This is an optimization exercise on Yosys and OpenROAD, whose aim is small area, not a production implementation. In this exercise RTL edits were held to simulation tests only and were not proved equivalent to the original. No activity file was given, so power comes from the tool's default toggle rates.

**design.v**
```verilog
`default_nettype none
package fpPrepPkg;
    typedef enum logic [1:0] {
        MODE_FP16 = 2'b00,
        MODE_FP32 = 2'b01,
        MODE_RSVD = 2'b10,
        MODE_OFF  = 2'b11
    } precMode_t;
    typedef enum logic {
        TILE_HHLL = 1'b0,   
        TILE_HLHL = 1'b1    
    } tileOrder_t;
    localparam int LANES       = 16;   
    localparam int GROUP_LANES = 4;    
    localparam int OPERAND_W   = 256;
    localparam int FP16_W      = 16;
    localparam int FP16_EXP_W  = 5;
    localparam int FP16_FRAC_W = 10;
    localparam int FP32_W      = 32;
    localparam int FP32_EXP_W  = 8;
    localparam int FP32_FRAC_W = 23;
    localparam int TILE_W    = 13;
    localparam int TILE_LO_W = 13;   
    typedef logic [7:0]        expField_t;   
    typedef logic [9:0]        expSum_t;     
    typedef logic [TILE_W-1:0] manTile_t;
    localparam logic [GROUP_LANES*10-1:0] FP32_LANE_OFFSET = {
        10'd0,
        10'd13,
        10'd13,
        10'd26
    };
endpackage
`default_nettype wire
`default_nettype none
module operandUnpack #(
    parameter logic TileOrder = fpPrepPkg::TILE_HHLL
) (
    input  wire logic [fpPrepPkg::OPERAND_W-1:0] i_word,
    input  wire fpPrepPkg::precMode_t            i_mode,
    output logic [fpPrepPkg::LANES-1:0]          o_sign,   
    output fpPrepPkg::expField_t [fpPrepPkg::LANES-1:0] o_exp,   
    output logic [fpPrepPkg::LANES-1:0]          o_zero,   
    output fpPrepPkg::manTile_t [fpPrepPkg::LANES-1:0] o_tile   
);
    localparam int HiFracW = fpPrepPkg::FP32_FRAC_W - fpPrepPkg::TILE_LO_W;        
    localparam int HiPadW  = fpPrepPkg::TILE_W - 1 - HiFracW;           
    localparam int HalfPadW = fpPrepPkg::TILE_W - 1 - fpPrepPkg::FP16_FRAC_W;      
    for (genvar lane = 0; lane < fpPrepPkg::LANES; lane++) begin : gLane
        localparam int Grp = lane / fpPrepPkg::GROUP_LANES;             
        localparam int Pos = lane % fpPrepPkg::GROUP_LANES;             
        localparam bit UseHi = (TileOrder == fpPrepPkg::TILE_HHLL) ? (Pos < 2) : ((Pos % 2) == 0);
        logic [fpPrepPkg::FP16_W-1:0]    halfWord;
        logic [fpPrepPkg::FP32_W-1:0]    singleWord;
        logic                 hid16;
        logic                 hid32;
        logic                 zero16;
        logic                 zero32;
        fpPrepPkg::manTile_t             tile16;
        fpPrepPkg::manTile_t             tileHi;
        fpPrepPkg::manTile_t             tileLo;
        logic                 laneSign;
        fpPrepPkg::expField_t            laneExp;
        logic                 laneZero;
        fpPrepPkg::manTile_t             laneTile;
        assign halfWord   = i_word[lane*fpPrepPkg::FP16_W +: fpPrepPkg::FP16_W];
        assign singleWord = i_word[Grp*fpPrepPkg::FP32_W +: fpPrepPkg::FP32_W];   
        assign hid16 = |halfWord[fpPrepPkg::FP16_W-2 -: fpPrepPkg::FP16_EXP_W];
        assign hid32 = |singleWord[fpPrepPkg::FP32_W-2 -: fpPrepPkg::FP32_EXP_W];
        assign zero16 = ~hid16 && (halfWord[fpPrepPkg::FP16_FRAC_W-1:0] == '0);
        assign zero32 = ~hid32 && (singleWord[fpPrepPkg::FP32_FRAC_W-1:0] == '0);
        assign tile16 = {{HalfPadW{1'b0}}, hid16, halfWord[fpPrepPkg::FP16_FRAC_W-1:0]};
        assign tileHi = {{HiPadW{1'b0}}, hid32, singleWord[fpPrepPkg::FP32_FRAC_W-1:fpPrepPkg::TILE_LO_W]};
        assign tileLo = singleWord[fpPrepPkg::TILE_LO_W-1:0];
        always_comb begin
            case (i_mode)
                fpPrepPkg::MODE_FP16: begin
                    laneSign = halfWord[fpPrepPkg::FP16_W-1];
                    laneExp  = fpPrepPkg::expField_t'(halfWord[fpPrepPkg::FP16_W-2 -: fpPrepPkg::FP16_EXP_W]);
                    laneZero = zero16;
                    laneTile = tile16;
                end
                fpPrepPkg::MODE_FP32: begin
                    laneSign = singleWord[fpPrepPkg::FP32_W-1];
                    laneExp  = fpPrepPkg::expField_t'(singleWord[fpPrepPkg::FP32_W-2 -: fpPrepPkg::FP32_EXP_W]);
                    laneZero = zero32;
                    laneTile = UseHi ? tileHi : tileLo;
                end
                default: begin   
                    laneSign = 1'b0;
                    laneExp  = '0;
                    laneZero = 1'b1;
                    laneTile = '0;
                end
            endcase
        end
        assign o_sign[lane] = laneSign;
        assign o_exp[lane]  = laneExp;
        assign o_zero[lane] = laneZero;
        assign o_tile[lane] = laneTile;
    end
endmodule
`default_nettype wire
`default_nettype none
module productPrepStage (
    input  wire logic                                   clk,
    input  wire logic                                   rstn,
    input  wire fpPrepPkg::precMode_t                   i_mode,
    input  wire logic [fpPrepPkg::LANES-1:0]            i_signA,
    input  wire fpPrepPkg::expField_t [fpPrepPkg::LANES-1:0] i_expA,
    input  wire logic [fpPrepPkg::LANES-1:0]            i_zeroA,
    input  wire fpPrepPkg::manTile_t [fpPrepPkg::LANES-1:0] i_tileA,
    input  wire logic [fpPrepPkg::LANES-1:0]            i_signB,
    input  wire fpPrepPkg::expField_t [fpPrepPkg::LANES-1:0] i_expB,
    input  wire logic [fpPrepPkg::LANES-1:0]            i_zeroB,
    input  wire fpPrepPkg::manTile_t [fpPrepPkg::LANES-1:0] i_tileB,
    output logic [fpPrepPkg::LANES-1:0]                 o_sign,
    output fpPrepPkg::expSum_t  [fpPrepPkg::LANES-1:0]  o_exp,
    output fpPrepPkg::manTile_t [fpPrepPkg::LANES-1:0]  o_manA,
    output fpPrepPkg::manTile_t [fpPrepPkg::LANES-1:0]  o_manB,
    output fpPrepPkg::precMode_t                        o_mode
);
    logic    [fpPrepPkg::LANES-1:0] anyZero;    
    logic    [fpPrepPkg::LANES-1:0] signNext;
    fpPrepPkg::expSum_t [fpPrepPkg::LANES-1:0] expNext;
    logic                addOffset;   
    assign anyZero   = i_zeroA | i_zeroB;
    assign signNext  = ~anyZero & (i_signA ^ i_signB);
    assign addOffset = (i_mode == fpPrepPkg::MODE_FP32);
    always_comb begin
        for (int lane = 0; lane < fpPrepPkg::LANES; lane++) begin
            if (anyZero[lane]) begin
                expNext[lane] = '0;
            end else if (addOffset) begin
                expNext[lane] = fpPrepPkg::expSum_t'(i_expA[lane]) + fpPrepPkg::expSum_t'(i_expB[lane])
                              + fpPrepPkg::FP32_LANE_OFFSET[(lane % fpPrepPkg::GROUP_LANES)*10 +: 10];
            end else begin
                expNext[lane] = fpPrepPkg::expSum_t'(i_expA[lane]) + fpPrepPkg::expSum_t'(i_expB[lane]);
            end
        end
    end
    always_ff @(posedge clk or negedge rstn) begin
        if (!rstn) begin
            o_sign <= '0;
            o_exp  <= '0;
        end else begin
            o_sign <= signNext;
            o_exp  <= expNext;
        end
    end
    always_ff @(posedge clk or negedge rstn) begin
        if (!rstn) begin
            o_manA <= '0;
            o_manB <= '0;
        end else begin
            o_manA <= i_tileA;
            o_manB <= i_tileB;
        end
    end
    always_ff @(posedge clk or negedge rstn) begin
        if (!rstn) begin
            o_mode <= fpPrepPkg::MODE_OFF;
        end else begin
            o_mode <= i_mode;
        end
    end
endmodule
`default_nettype wire
`default_nettype none
module fpMulPrepTop (
    input  wire logic                                   clk,
    input  wire logic                                   rstn,
    input  wire logic [fpPrepPkg::OPERAND_W-1:0]        i_a,
    input  wire logic [fpPrepPkg::OPERAND_W-1:0]        i_b,
    input  wire fpPrepPkg::precMode_t                   i_mode,
    output logic [fpPrepPkg::LANES-1:0]                 o_sign,
    output fpPrepPkg::expSum_t  [fpPrepPkg::LANES-1:0]  o_exp,
    output fpPrepPkg::manTile_t [fpPrepPkg::LANES-1:0]  o_manA,
    output fpPrepPkg::manTile_t [fpPrepPkg::LANES-1:0]  o_manB,
    output fpPrepPkg::precMode_t                        o_mode
);
    logic      [fpPrepPkg::LANES-1:0] signA, signB;
    fpPrepPkg::expField_t [fpPrepPkg::LANES-1:0] expA,  expB;
    logic      [fpPrepPkg::LANES-1:0] zeroA, zeroB;
    fpPrepPkg::manTile_t  [fpPrepPkg::LANES-1:0] tileA, tileB;
    operandUnpack #(
        .TileOrder (fpPrepPkg::TILE_HHLL)
    ) unpackA (
        .i_word (i_a),
        .i_mode (i_mode),
        .o_sign (signA),
        .o_exp  (expA),
        .o_zero (zeroA),
        .o_tile (tileA)
    );
    operandUnpack #(
        .TileOrder (fpPrepPkg::TILE_HLHL)
    ) unpackB (
        .i_word (i_b),
        .i_mode (i_mode),
        .o_sign (signB),
        .o_exp  (expB),
        .o_zero (zeroB),
        .o_tile (tileB)
    );
    productPrepStage prepStage (
        .clk    (clk),
        .rstn   (rstn),
        .i_mode (i_mode),
        .i_signA (signA),
        .i_expA  (expA),
        .i_zeroA (zeroA),
        .i_tileA (tileA),
        .i_signB (signB),
        .i_expB  (expB),
        .i_zeroB (zeroB),
        .i_tileB (tileB),
        .o_sign (o_sign),
        .o_exp  (o_exp),
        .o_manA (o_manA),
        .o_manB (o_manB),
        .o_mode (o_mode)
    );
endmodule
`default_nettype wire
```
**run.sh**
```bash
#!/bin/bash
# synth_recipe.tcl (not shown) runs the flow's synth.tcl, then flattens the netlist and writes it again
# the make line also repeats each setting of config.mk as NAME=value (left out here)
make -C /OpenROAD-flow-scripts/flow DESIGN_CONFIG=/design/flow/config.mk WORK_HOME=/design/flow/orfs CLKGATE_MAP_FILE= SYNTH_SCRIPT=/design/flow/synth_recipe.tcl finish
```
**config.mk**
```make
export PLATFORM = sky130hd
export DESIGN_NAME = fpMulPrepTop
export DESIGN_NICKNAME = fpMulPrepTop
export VERILOG_FILES = /design/flow/design.v
export SDC_FILE = /design/flow/constraint.sdc
export NUM_CORES = 4
export LEC_CHECK = 0
export CAP_MARGIN = 20
export CORE_AREA = 5 5 435 435
export DIE_AREA = 0 0 440 440
export SLEW_MARGIN = 20
```
**constraint.sdc**
```tcl
create_clock -name core_clock -period 8.0 [get_ports {clk}]
set_input_delay 1.6000 -clock core_clock [delete_from_list [all_inputs] [get_ports {clk}]]
set_output_delay 1.6000 -clock core_clock [all_outputs]
set_load 0.01 [all_outputs]
```
==> run notes <==
-- metrics by stage --
step	worst slack [ps]	total power [uW]	std cells	hold WS (ps)	cell area [um2]
after floorplan	3097	3861	3439	1304	29420
after global placement	1923	5340	6794	1745	42750
after detailed placement	2496	5330	6799	1747	42860
after CTS	3236	8896	6929	928.8	45370
after global routing	2921	9091	6943	971.8	45410
final	3147	8791	6961	926.8	45460
-- state kept, by name (all words and copies together) (netlist names) --
register / count
prepStage.o_manB: 184
prepStage.o_mode: 2
prepStage.o_manA: 184
prepStage.o_sign: 16
prepStage.o_exp: 156
-- where the power goes --
part | switching, uW | leakage [uW] | internal (uW)
clock network | 1520 | 0.00120 | 1980
registers | 108 | 0.00709 | 2930
logic | 1390 | 0.0106 | 873
-- cells by family (layout without fill, tap and decap cells) --
kind of cell | after synthesis | count (layout)
simple gates | 1433 | 1433
compound gates | 873 | 873
flops | 542 | 542
buf+inv | 283 | 1309
xor+xnor | 148 | 148
fa+ha+maj | 120 | 120
mux | 4 | 4
other cells | 1 | 68
-- worst max path at each step --
| stage | start | endpoint | slack (ps) | depth (start not counted) |
|---|---|---|---|---|
| after floorplan | i_mode[0] | prepStage.o_exp[58] | 3100 | 14 |
| after global placement | i_mode[1] | prepStage.o_exp[114] | 1920 | 9 |
| after detailed placement | i_mode[0] | prepStage.o_exp[148] | 2500 | 10 |
| after CTS | i_mode[0] | prepStage.o_exp[148] | 3240 | 10 |
| after global routing | i_mode[1] | prepStage.o_exp[87] | 2920 | 11 |
| final | i_mode[1] | prepStage.o_exp[58] | 3150 | 10 |
-- cells in the final DEF (no fill, tap or decap), types with 9 or more instances in the layout --
| cell type | Yosys | final |
|---|---|---|
| nand3_1 | 31 | 31 |
| fa_1 | 16 | 16 |
| nor4_1 | 81 | 61 |
| o21ai_0 | 91 | 91 |
| clkbuf_16 | 0 | 72 |
| o21bai_1 | 13 | 13 |
| o31ai_1 | 13 | 13 |
| o211ai_1 | 13 | 13 |
| conb_1 | 1 | 36 |
| xor2_1 | 70 | 70 |
| nor2b_1 | 24 | 23 |
| nand2b_1 | 11 | 11 |
| nor3b_1 | 17 | 17 |
| ha_1 | 104 | 104 |
| and3_1 | 15 | 15 |
| buf_4 | 54 | 56 |
| or4_1 | 26 | 26 |
| nor4_2 | 1 | 18 |
| a21oi_1 | 552 | 552 |
| nand2_1 | 774 | 772 |
| inv_1 | 44 | 43 |
| clkbuf_1 | 162 | 11 |
| nor3_1 | 83 | 81 |
| nand4_1 | 23 | 23 |
| a21o_1 | 34 | 34 |
| and2_1 | 51 | 51 |
| clkdlybuf4s50_1 | 0 | 1070 |
| nor2_1 | 249 | 248 |
| dfrtp_1 | 540 | 540 |
| clkinv_2 | 0 | 11 |
| o311ai_0 | 11 | 11 |
| clkbuf_8 | 0 | 9 |
| xnor2_1 | 78 | 78 |
| o21a_1 | 26 | 26 |
| o2111ai_1 | 12 | 12 |
| diode_2 | 0 | 32 |
| a211oi_1 | 33 | 33 |
-- synth_stat cells (all sizes together), types with 45 or more instances --
library cell	instances	area share (%)
xnor2	78	2.3
inv	45	0.58
a21oi	552	9.4
nand2	777	10
o21ai	93	1.6
buf	75	1.7
xor2	70	2.1
nor3	83	1.4
nor4	83	1.8
dfrtp	540	46
and2	51	1.1
clkbuf	163	2.1
nor2	249	3.2
ha	104	4.4
-- routing by layer --
layer  vias to the layer above  GRT usage (%)  part of all wire [%]
met5                         -              0                 0.018
met4                         6          14.75                   7.0
met3                       416          4.215                   5.8
met2                      1606          43.59                    49
met1                     16280          28.88                    38
li1                      13730              -                     -
-- layout make-up --
cell class / count / area, um2 / area share (%)
clock buffer: 92 / 1967 / 4.327
clock inverter: 38 / 549.3 / 1.208
tap: 2464 / 3083 / 6.782
antenna: 32 / 80.08 / 0.1762
timing repair buffer: 1134 / 11280 / 24.80
inverter: 45 / 176.4 / 0.3881
sequential: 542 / 13570 / 29.84
multi-input combinational: 2614 / 14760 / 32.47
-- critical path, delay by kind of cell --
kind,cells,cell delay (ps)
buffers and inverters,2,1160
AO/OA/AOI/OAI,3,1010
adder cells (fa/ha/maj),2,670
AND/OR/NAND/NOR,2,530
multiplexers,1,350
==> reports/summary.txt <==
Ports: 1,110
Synth Area in Simple Gates: 21.91%
adder-cell area share of the yosys netlist: 5.536%
H-tree levels: 3
Wirelength per Cell: 36.35 um
final period utilization: 60.66%
core area: 183,500 um2
max-cap violations: 0
syn_area_per_cell: 8.605 um2
prevailing post-synth register cell: dfrtp_1
cts hold-fix bufs: 0
Max Slew Vio Count: 0
xor/xnor share of the synthesized area: 4.425%
Slew HR: 21.54%
P_leak: 0.01887 uW
Final min period: 4853 ps
initial antenna violation count: 61
clk buf depth: 3
GP Congestion: 0.9929
Slowest-stage cell, CP: buf_4
Final ANT Viol Nets: 0
yosys warns: 3
Finish-stage setup viols: 0
pin count of the biggest net entering global routing: 177
FFs w/ async S/R, synth: 100.0%
Cell variety after synth: 81
layout cells sized above 1: 5.442%
Seq cells post-synth: 542
vias in the first global route: 31,790
final core utilization: 24.78%
postcts setup bufs: 0
Fin. Hold Viols: 0
clk sink count: 542
Post-Syn Area: 29,290 um2
Root Driver: clkbuf_16
worst slew pin tran: 1166 ps
clock-pin slew on the worst setup and hold paths: 60 ps
CP required: 8580 ps
CTS tree: yes
Synth Area in Compound Gates: 17.30%
TritonCTS buffer count: 72
Final TNS setup: 0 ps
GRT Overall Usage: 25.05%
# fillers: 20,070
Layout area overhead: 55.20%
HPWL Detailed: 213,400 um
Port Buffers: 1,073
worst-path fanout max: 85
max incr delay on CP: 780 ps
Crit Path Class: in -> reg
mux cell area share after synthesis: 0.1410%
Initial Util: 15.96%
# nets final: 5,045
worst path cell trace: buf_8 > buf_4 > a21oi_1 > ha_1 > fa_1 > a211o_1 > and2_1 > o311ai_0 > and4bb_2 > mux2_2
CP Capture Type: flop
VDD IR max: 0.0001481 V
total gr overflow: 0
CP Launch Type: input port
# rows: 157
vias per cell: 4.602
sequential area share after synthesis: 46.31%
chip width: 440 um
RSZ-0062 raised after global routing: no
P per Cell Area: 193.4 nW/um2
first-pass GRT wire length: 321,200 um
Die Height: 440 um
Hold/Removal Path Class: in -> async
CP arrival: 5430 ps
post-CTS resize count: 0
FMAX: 206.1 MHz
drt total wl: 253,000 um
number of synthesized flops with an enable pin: 0
router iterations before antenna repair: 6
Post-Syn Instances: 3,404
largest family of logic cells by synthesized area: simple AND/OR/NAND/NOR gates
full die area: 193,600 um2
initial DRC count: 3,376
status: timing/DRC/antenna clean
Vias: 32,040
Remaining DRCs: 0

-- re-timing with driven ports --
The results above use ideal ports. As a check the final layout listed here was re-extracted and re-timed, cells and wires unchanged. Step 1, drivers: a clkbuf_16 drives clk and a buf_2 each remaining input, both assumed. Step 2 moves the port delays by t, midway between the first and last clock arrival at a register: inputs arrive t later, outputs are due t later. That takes back most of the time a late clock gives input paths. Three values: no drivers, after step 1, after step 2; two values: the first two.
t, ns: 0.793
setup WS [ns]: 3.147 / 3.181 / 2.388
worst setup path at the end: input to register
After both steps setup and hold are still met in this run. For this run, drivers alone change the setup slack by +0.034 ns; drivers and shift together by -0.759 ns.
